What follows belongs to an exercise in optimizing a design on an open flow for small area, a short achievable clock period and few clock cycles per item; a production flow would make more cautious choices.
Where RTL was checked, it was by simulation tests only, not by an equivalence proof against the original.

==> run Z <==
// ifft_core
module ifft_core #(
    parameter int N     = 16,
    parameter int LOG2N = 4,
    parameter int DW    = 8,
    parameter int TW    = 8
) (
    input  logic          clk,
    input  logic          rst,
    input  logic          in_valid,
    output logic          in_ready,
    input  logic [DW-1:0] in_re,
    input  logic [DW-1:0] in_im,
    output logic          out_valid,
    input  logic          out_ready,
    output logic [DW-1:0] out_re,
    output logic [DW-1:0] out_im,
    output logic          out_last,
    output logic          busy
);
    localparam int C_X03  = 0;    
    localparam int C_S0   = 1;    
    localparam int C_X12  = 2;    
    localparam int C_S1   = 3;    
    localparam int C_K1   = 4;    
    localparam int C_MA2  = 5;    
    localparam int C_H2   = 6;    
    localparam int C_KQ2  = 7;    
    localparam int C_KR2  = 8;    
    localparam int C_S2   = 9;    
    localparam int C_H3   = 10;   
    localparam int C_K3   = 11;   
    localparam int C_S3   = 14;   
    localparam int C_OLST = 15;   
    localparam int C_OSEL = 16;   
    localparam int NC     = 17;
    function automatic logic [NC-1:0] ctl(input logic [3:0] n);
        logic [3:0] t0, m12, t1, t2a, t2m, t2, t3m, t3;
        t0  = n - 4'd7;
        m12 = n - 4'd9;
        t1  = n - 4'd11;
        t2a = n - 4'd14;
        t2m = n - 4'd15;
        t2  = n - 4'd16;
        t3m = n - 4'd21;
        t3  = n - 4'd22;
        ctl = '0;
        ctl[C_X03] = n[3] & ~n[0];
        ctl[C_S0]  = t0[0];
        ctl[C_X12] = m12[2] & ~m12[1];
        ctl[C_S1]  = t1[1];
        ctl[C_K1]  = t1[0];
        ctl[C_MA2] = t2a[2] & t2a[0];
        ctl[C_H2]  = t2m[2];
        ctl[C_KQ2] = t2m[1];
        ctl[C_KR2] = t2m[0];
        ctl[C_S2]  = t2[2];
        ctl[C_H3]  = t3m[3];
        ctl[C_K3 +: 3] = t3m[2:0];
        ctl[C_S3]  = t3[3];
        ctl[C_OLST] = (n == 4'd13);
        ctl[C_OSEL] = (n == 4'd0) || (n >= 4'd14);
    endfunction
    logic          adv_q, in_ready_q, busy_q;
    logic [3:0]    icnt_q, acnt_q;
    logic          ph_q, f0_q, f1_q, f2_q;
    logic          iv_q, hv_q, sv_q;
    logic [1:0]    nowed_q;
    logic [NC-1:0] c_q;
    logic          adv_d, in_ready_d, busy_d;
    logic [3:0]    icnt_d, acnt_d;
    logic          ph_d, f0_d, f1_d, f2_d;
    logic          iv_d, hv_d, sv_d;
  ...
Settings: LEC_CHECK=0, CAP_MARGIN=20, CORE_MARGIN=2, CORE_UTILIZATION=25, PLACE_DENSITY=0.45, SLEW_MARGIN=20; clock period 15.0 ns.
standard.sh (not shown) runs the stock make flow with config.mk's settings and CLKGATE_MAP_FILE= SYNTH_SCRIPT=/design/flow/synth_recipe.tcl, a recipe that flattens the netlist after the stock synthesis.
==> flow/flow/run.sh <==
#!/bin/bash
# Standard layout, with timing repair asked to leave SETUP_SLACK_MARGIN ns of
# setup slack at the design's clock (so it works towards a shorter period),
# and a clock tree of smaller buffers without dummy balancing loads.
# The synthesis is the standard one, unchanged. Each step's output goes to a log here.
set -euo pipefail
MARGIN=$(cat flow/margin.txt)
CTS="$(cat flow/cts_args.txt)"
bash standard.sh synth > synth.log 2>&1
bash standard.sh SETUP_SLACK_MARGIN="$MARGIN" CTS_ARGS="$CTS" finish > layout.log 2>&1
==> flow/flow/cts_args.txt <==
-sink_clustering_enable -repair_clock_nets -dont_use_dummy_load -sink_clustering_size 24 -buf_list sky130_fd_sc_hd__clkbuf_8
==> flow/flow/margin.txt <==
10.6
==> run P (differences from run Z) <==
--- a/flow/design.v
+++ b/flow/design.v
@@ -13,15 +13,13 @@
         for (int i = 0; i < 16; i++) begin
             rca[i] = x[i] ^ y[i] ^ c;
             c = (x[i] & y[i]) | (x[i] & c) | (y[i] & c);
         end
     endfunction
     function automatic logic [15:0] fadd(input logic [15:0] x, input logic [15:0] y, input logic ci);
-        logic [16:0] t;
-        t = {x, 1'b1} + {y, ci};
-        fadd = t[16:1];
+        fadd = x + y + 16'(ci);
     endfunction
     function automatic logic [15:0] sum4(input logic [15:0] a, input logic [15:0] b,
                                          input logic [15:0] c, input logic [15:0] d,
                                          input logic i1, input logic i2, input logic i3);
         logic [15:0] s1, c1, s2, c2;
         s1 = a ^ b ^ c;
@@ -57,24 +55,25 @@
     output logic [8:0] u_re,
     output logic [8:0] u_im,
     output logic       neg,
     output logic       cz
 );
     logic [15:0] a, b, x, y;
+    logic [8:0]  v1, v2;
     logic        mul, sw;
     always_comb begin
         a  = {{6{va[9]}}, va};
         b  = {{6{vb[9]}}, vb};
         x  = ifft_pkg::sum4(a << 5, a << 3, a << 2, a, 1'b0, 1'b0, 1'b0);
         y  = ifft_pkg::sum4(b << 5, b << 3, b << 2, b, 1'b0, 1'b0, 1'b0);
         mul = half && kr;
         sw  = half && kq;
-        u_re = ({9{!sw && !mul}} & a[8:0]) | ({9{!sw && mul}} & x[14:6])
-             | ({9{sw && !mul}} & b[8:0])  | ({9{sw && mul}} & y[14:6]);
-        u_im = ({9{!sw && !mul}} & b[8:0]) | ({9{!sw && mul}} & y[14:6])
-             | ({9{sw && !mul}} & a[8:0])  | ({9{sw && mul}} & x[14:6]);
+        v1  = mul ? x[14:6] : a[8:0];
+        v2  = mul ? y[14:6] : b[8:0];
+        u_re = sw ? v2 : v1;
+        u_im = sw ? v1 : v2;
         neg  = sw;
         cz   = sw && mul && (y[5:0] != 6'd0);
     end
 endmodule
 module ifft_tw3a (
     input  logic [7:0] b_re,
@@ -101,43 +100,43 @@
     input  logic       [2:0] k,
     output logic       [8:0] u_re,
     output logic       [8:0] u_im,
     output logic             neg,
     output logic             cz
 );
-    logic [15:0] br, bi, r5, i5, x, y;
-    logic        pass, rot, mul, r1, r2, r3, sw;
-    logic [15:0] x1, x2, x3, x4, y1, y2, y3, y4;
+    logic [15:0] br, bi, r5, i5, px, py;
+    logic        pass, rot, mul;
+    function automatic logic [15:0] prod(input logic [15:0] br, input logic [15:0] bi,
+                                         input logic [15:0] r5, input logic [15:0] i5,
+                                         input logic [1:0] r, input logic isq);
+        logic [15:0] t1, t2, t3, t4;
+        logic        n2, n3, n4;
+        case ({isq, r})
+            3'b0_01: begin t1 = br << 6; t2 = ~r5;      t3 = ~(bi << 4);    t4 = ~(bi << 3); n2 = 1'b1; n3 = 1'b1; n4 = 1'b1; end
+            3'b1_01: begin t1 = br << 4; t2 = br << 3;  t3 = bi << 6;       t4 = ~i5;        n2 = 1'b0; n3 = 1'b0; n4 = 1'b1; end
+            3'b0_10: begin t1 = r5 << 3; t2 = r5;       t3 = ~(i5 << 3);    t4 = ~i5;        n2 = 1'b0; n3 = 1'b1; n4 = 1'b1; end
+            3'b1_10: begin t1 = r5 << 3; t2 = r5;       t3 = i5 << 3;       t4 = i5;         n2 = 1'b0; n3 = 1'b0; n4 = 1'b0; end
+            3'b0_11: begin t1 = br << 4; t2 = br << 3;  t3 = ~(bi << 6);    t4 = i5;         n2 = 1'b0; n3 = 1'b1; n4 = 1'b0; end
+            default: begin t1 = br << 6; t2 = ~r5;      t3 = bi << 4;       t4 = bi << 3;    n2 = 1'b1; n3 = 1'b0; n4 = 1'b0; end
+        endcase
+        prod = ifft_pkg::sum4(t1, t2, t3, t4, n2, n3, n4);
+    endfunction
     always_comb begin
         br = ifft_pkg::sx(b_re);
         bi = ifft_pkg::sx(b_im);
         r5 = {{5{b5_re[8]}}, b5_re, b_re[1:0]};
         i5 = {{5{b5_im[8]}}, b5_im, b_im[1:0]};
-        r1 = (k[1:0] == 2'd1);
-        r2 = (k[1:0] == 2'd2);
-        r3 = (k[1:0] == 2'd3);
-        x1 = r2 ? (r5 << 3) : (br << 6);
-        x2 = r2 ? r5 : ~r5;
-        x3 = (r2 ? (i5 << 3) : (bi << 4)) ^ {16{!r3}};
-        x4 = (r2 ? i5 : (bi << 3)) ^ {16{!r3}};
-        x  = ifft_pkg::sum4(x1, x2, x3, x4, !r2, !r3, !r3);
-        y1 = r2 ? (r5 << 3) : (br << 4);
-        y2 = r2 ? r5 : (br << 3);
-        y3 = (r2 ? (i5 << 3) : (bi << 6)) ^ {16{r3}};
-        y4 = r1 ? ~i5 : i5;
-        y  = ifft_pkg::sum4(y1, y2, y3, y4, 1'b0, r3, r1);
-        sw = r3 ^ k[2];
+        px = prod(br, bi, r5, i5, k[1:0], k[2]);
+        py = prod(br, bi, r5, i5, k[1:0], !k[2]);
         pass = !half || (k == 3'd0);
         rot  = half && (k == 3'd4);
         mul  = half && (k[1:0] != 2'd0);
-        u_re = ({9{pass}} & br[8:0]) | ({9{rot}} & bi[8:0])
-             | ({9{mul && !sw}} & x[14:6]) | ({9{mul && sw}} & y[14:6]);
-        u_im = ({9{pass}} & bi[8:0]) | ({9{rot}} & br[8:0])
-             | ({9{mul && !sw}} & y[14:6]) | ({9{mul && sw}} & x[14:6]);
+        u_re = ({9{pass}} & br[8:0]) | ({9{rot}} & bi[8:0]) | ({9{mul}} & px[14:6]);
+        u_im = ({9{pass}} & bi[8:0]) | ({9{rot}} & br[8:0]) | ({9{mul}} & py[14:6]);
         neg  = rot | (mul & k[2]);
-        cz   = mul && k[2] && ((sw ? y[5:0] : x[5:0]) != 6'd0);
+        cz   = mul && k[2] && (px[5:0] != 6'd0);
     end
 endmodule
 module ifft_butterfly (
     input  logic [7:0] a_re,
     input  logic [7:0] a_im,
     input  logic [8:0] u_re,
@@ -208,14 +207,14 @@
         t0  = n - 4'd7;
         m12 = n - 4'd9;
         t1  = n - 4'd11;
         t2a = n - 4'd14;
         t2m = n - 4'd15;
         t2  = n - 4'd16;
-        t3m = n - 4'd21;
-        t3  = n - 4'd22;
+        t3m = n - 4'd22;
+        t3  = n - 4'd23;
         ctl = '0;
         ctl[C_X03] = n[3] & ~n[0];
         ctl[C_S0]  = t0[0];
         ctl[C_X12] = m12[2] & ~m12[1];
         ctl[C_S1]  = t1[1];
         ctl[C_K1]  = t1[0];
@@ -224,14 +223,14 @@
         ctl[C_KQ2] = t2m[1];
         ctl[C_KR2] = t2m[0];
         ctl[C_S2]  = t2[2];
         ctl[C_H3]  = t3m[3];
         ctl[C_K3 +: 3] = t3m[2:0];
         ctl[C_S3]  = t3[3];
-        ctl[C_OLST] = (n == 4'd13);
-        ctl[C_OSEL] = (n == 4'd0) || (n >= 4'd14);
+        ctl[C_OLST] = (n == 4'd14);
+        ctl[C_OSEL] = (n == 4'd0) || (n >= 4'd15);
     endfunction
     logic          adv_q, in_ready_q, busy_q;
     logic [3:0]    icnt_q, acnt_q;
     logic          ph_q, f0_q, f1_q, f2_q;
     logic          iv_q, hv_q, sv_q;
     logic [1:0]    nowed_q;
@@ -425,14 +424,12 @@
             m2_cz  <= w2_cz;
         end
     end
     logic [7:0] dl2_re [4];
     logic [7:0] dl2_im [4];
     logic [7:0] a2_re, a2_im, b2_re, b2_im, r2_re, r2_im;
-    assign r2_re = c_q[C_S2] ? a2_re : dl2_re[3];
-    assign r2_im = c_q[C_S2] ? a2_im : dl2_im[3];
     ifft_butterfly u_bf2 (
         .a_re  (dl2_re[3]),
         .a_im  (dl2_im[3]),
         .u_re  (m2_re),
         .u_im  (m2_im),
         .neg   (m2_neg),
@@ -445,14 +442,23 @@
     always_ff @(posedge clk) begin
         if (adv_q) begin
             for (int i = 1; i < 4; i++) begin
                 dl2_re[i] <= dl2_re[i-1];
                 dl2_im[i] <= dl2_im[i-1];
             end
-            dl2_re[0] <= c_q[C_S2] ? b2_re : m2_re[7:0];
-            dl2_im[0] <= c_q[C_S2] ? b2_im : m2_im[7:0];
+            if (c_q[C_S2]) begin
+                r2_re     <= a2_re;
+                r2_im     <= a2_im;
+                dl2_re[0] <= b2_re;
+                dl2_im[0] <= b2_im;
+            end else begin
+                r2_re     <= dl2_re[3];
+                r2_im     <= dl2_im[3];
+                dl2_re[0] <= m2_re[7:0];
+                dl2_im[0] <= m2_im[7:0];
+            end
         end
     end
     logic [8:0] v3_re5, v3_im5, n3_re5, n3_im5;
     logic [7:0] n3_re, n3_im;
     ifft_tw3a u_tw3a (
         .b_re (r2_re),
==> flow/flow/run.sh (replaced) <==
#!/bin/bash
# Standard layout, with timing repair asked to leave SETUP_SLACK_MARGIN ns of
# setup slack at the design's clock (so it works towards a shorter period).
# The synthesis is the standard one, unchanged. Each step's output goes to a log here.
set -euo pipefail
MARGIN=$(cat flow/margin.txt)
bash standard.sh synth > synth.log 2>&1
bash standard.sh SETUP_SLACK_MARGIN="$MARGIN" finish > layout.log 2>&1
==> flow/flow/margin.txt (replaced) <==
11.0
removed: flow/flow/cts_args.txt
==> run D (differences from run Z) <==
--- a/flow/design.v
+++ b/flow/design.v
@@ -208,14 +208,14 @@
         t0  = n - 4'd7;
         m12 = n - 4'd9;
         t1  = n - 4'd11;
         t2a = n - 4'd14;
         t2m = n - 4'd15;
         t2  = n - 4'd16;
-        t3m = n - 4'd21;
-        t3  = n - 4'd22;
+        t3m = n - 4'd22;
+        t3  = n - 4'd23;
         ctl = '0;
         ctl[C_X03] = n[3] & ~n[0];
         ctl[C_S0]  = t0[0];
         ctl[C_X12] = m12[2] & ~m12[1];
         ctl[C_S1]  = t1[1];
         ctl[C_K1]  = t1[0];
@@ -224,14 +224,14 @@
         ctl[C_KQ2] = t2m[1];
         ctl[C_KR2] = t2m[0];
         ctl[C_S2]  = t2[2];
         ctl[C_H3]  = t3m[3];
         ctl[C_K3 +: 3] = t3m[2:0];
         ctl[C_S3]  = t3[3];
-        ctl[C_OLST] = (n == 4'd13);
-        ctl[C_OSEL] = (n == 4'd0) || (n >= 4'd14);
+        ctl[C_OLST] = (n == 4'd14);
+        ctl[C_OSEL] = (n == 4'd0) || (n >= 4'd15);
     endfunction
     logic          adv_q, in_ready_q, busy_q;
     logic [3:0]    icnt_q, acnt_q;
     logic          ph_q, f0_q, f1_q, f2_q;
     logic          iv_q, hv_q, sv_q;
     logic [1:0]    nowed_q;
@@ -425,14 +425,12 @@
             m2_cz  <= w2_cz;
         end
     end
     logic [7:0] dl2_re [4];
     logic [7:0] dl2_im [4];
     logic [7:0] a2_re, a2_im, b2_re, b2_im, r2_re, r2_im;
-    assign r2_re = c_q[C_S2] ? a2_re : dl2_re[3];
-    assign r2_im = c_q[C_S2] ? a2_im : dl2_im[3];
     ifft_butterfly u_bf2 (
         .a_re  (dl2_re[3]),
         .a_im  (dl2_im[3]),
         .u_re  (m2_re),
         .u_im  (m2_im),
         .neg   (m2_neg),
@@ -445,14 +443,23 @@
     always_ff @(posedge clk) begin
         if (adv_q) begin
             for (int i = 1; i < 4; i++) begin
                 dl2_re[i] <= dl2_re[i-1];
                 dl2_im[i] <= dl2_im[i-1];
             end
-            dl2_re[0] <= c_q[C_S2] ? b2_re : m2_re[7:0];
-            dl2_im[0] <= c_q[C_S2] ? b2_im : m2_im[7:0];
+            if (c_q[C_S2]) begin
+                r2_re     <= a2_re;
+                r2_im     <= a2_im;
+                dl2_re[0] <= b2_re;
+                dl2_im[0] <= b2_im;
+            end else begin
+                r2_re     <= dl2_re[3];
+                r2_im     <= dl2_im[3];
+                dl2_re[0] <= m2_re[7:0];
+                dl2_im[0] <= m2_im[7:0];
+            end
         end
     end
     logic [8:0] v3_re5, v3_im5, n3_re5, n3_im5;
     logic [7:0] n3_re, n3_im;
     ifft_tw3a u_tw3a (
         .b_re (r2_re),
Settings changed: CORE_UTILIZATION 25 to 50, PLACE_DENSITY 0.45 to 0.7.
==> impl_metrics.json <==
{
  "drive_gt1_frac": 0.122,
  "synth_nets": 3166,
  "grt_use_met3": 0.0264,
  "ys_top_cells_by_count": "edfxtp_1 (573), inv_1 (270), ha_1 (217)",
  "max_slew_margin": 0.216,
  "postSynthCellCount": 2814,
  "multi_input_area_share": 0.402,
  "buf_share": 0.0228,
  "die_x_um": 265,
  "clkLatencyLatePin_ps": 740,
  "outcome": "timing/DRC/antenna clean",
  "drt_iter0_markers": 1614,
  "route.met3.wl_um": 2500,
  "inverters": 272,
  "layout_common_cells": "edfxtp_1 (573), inv_1 (267), ha_1 (203), nor2_1 (199), a21oi_1 (184)",
  "n_all_buffers": 85
}
The numbers above come from run D.

==> impl_metrics.json <==
{
  "inverters": 291,
  "drt_iter0_markers": 1643,
  "layout_common_cells": "edfxtp_1 (573), inv_1 (273), nor2_1 (227), a21oi_1 (204), nand2_1 (198)",
  "ys_top_cells_by_count": "edfxtp_1 (573), inv_1 (284), nor2_1 (242)",
  "grt_use_met3": 0.0223,
  "synth_nets": 3594,
  "outcome": "timing/DRC/antenna clean",
  "drive_gt1_frac": 0.173,
  "postSynthCellCount": 3240
}
The numbers above come from run P.

==> impl_metrics.json <==
{
  "layout_common_cells": "edfxtp_1 (557), inv_1 (254), nor2_1 (209), ha_1 (203), a21oi_1 (178)",
  "drive_gt1_frac": 0.168,
  "max_slew_margin": 0.272,
  "route.met3.wl_um": 2950,
  "overflow": 0,
  "clkLatencyLatePin_ps": 770,
  "core_area_mm2": 0.134,
  "die_x_um": 371,
  "drt_iter0_markers": 1404,
  "multi_input_area_share": 0.401,
  "synth_top_family_by_area": "adder cells",
  "inverters": 263,
  "postSynthCellCount": 2813,
  "synth_nets": 3171,
  "outcome": "timing/DRC/antenna clean",
  "grt_use_met3": 0.0221
}
The numbers above come from run Z.

Testbench counts of run D, summed over its fixed seeds: cycles 4,360, frames 256.
No functional check of the RTL was part of run Z and run P.

-- what the ideal ports hide --
How much do the figures lean on ideal ports? The routed layouts below were timed once more, with nothing changed but the port constraints. Step 1 sets driving cells, clkbuf_16 on the clock port and buf_2 on the other inputs (assumed; they add their load-dependent delay and slew). Step 2 also shifts input and output timing later by t, the mid clock arrival at the registers, as if the neighbouring blocks saw the same clock. Slacks: ideal / step 1 / step 2; pairs: ideal / step 1.
| run | t (ns) | setup slack, ns | latest minus earliest clock arrival (ns) | slew at the worst register clock pin (ns) | worst data-port slew with drivers (ns) |
|---|---|---|---|---|---|
| run Z | 0.769 | 10.534 / 10.533 / 9.967 | 0.127 / 0.127 | 0.06 / 0.06 | 0.13 |
| run P | 0.733 | 10.619 / 10.614 / 10.367 | 0.058 / 0.058 | 0.07 / 0.07 | 0.07 |
| run D | 0.726 | 10.464 / 10.464 / 9.982 | 0.142 / 0.141 | 0.07 / 0.07 | 0.04 |
After both steps every run listed still meets setup and hold. The setup slack of run Z, which loses most, moves by -0.001 ns with the drivers and by -0.567 ns with both steps.
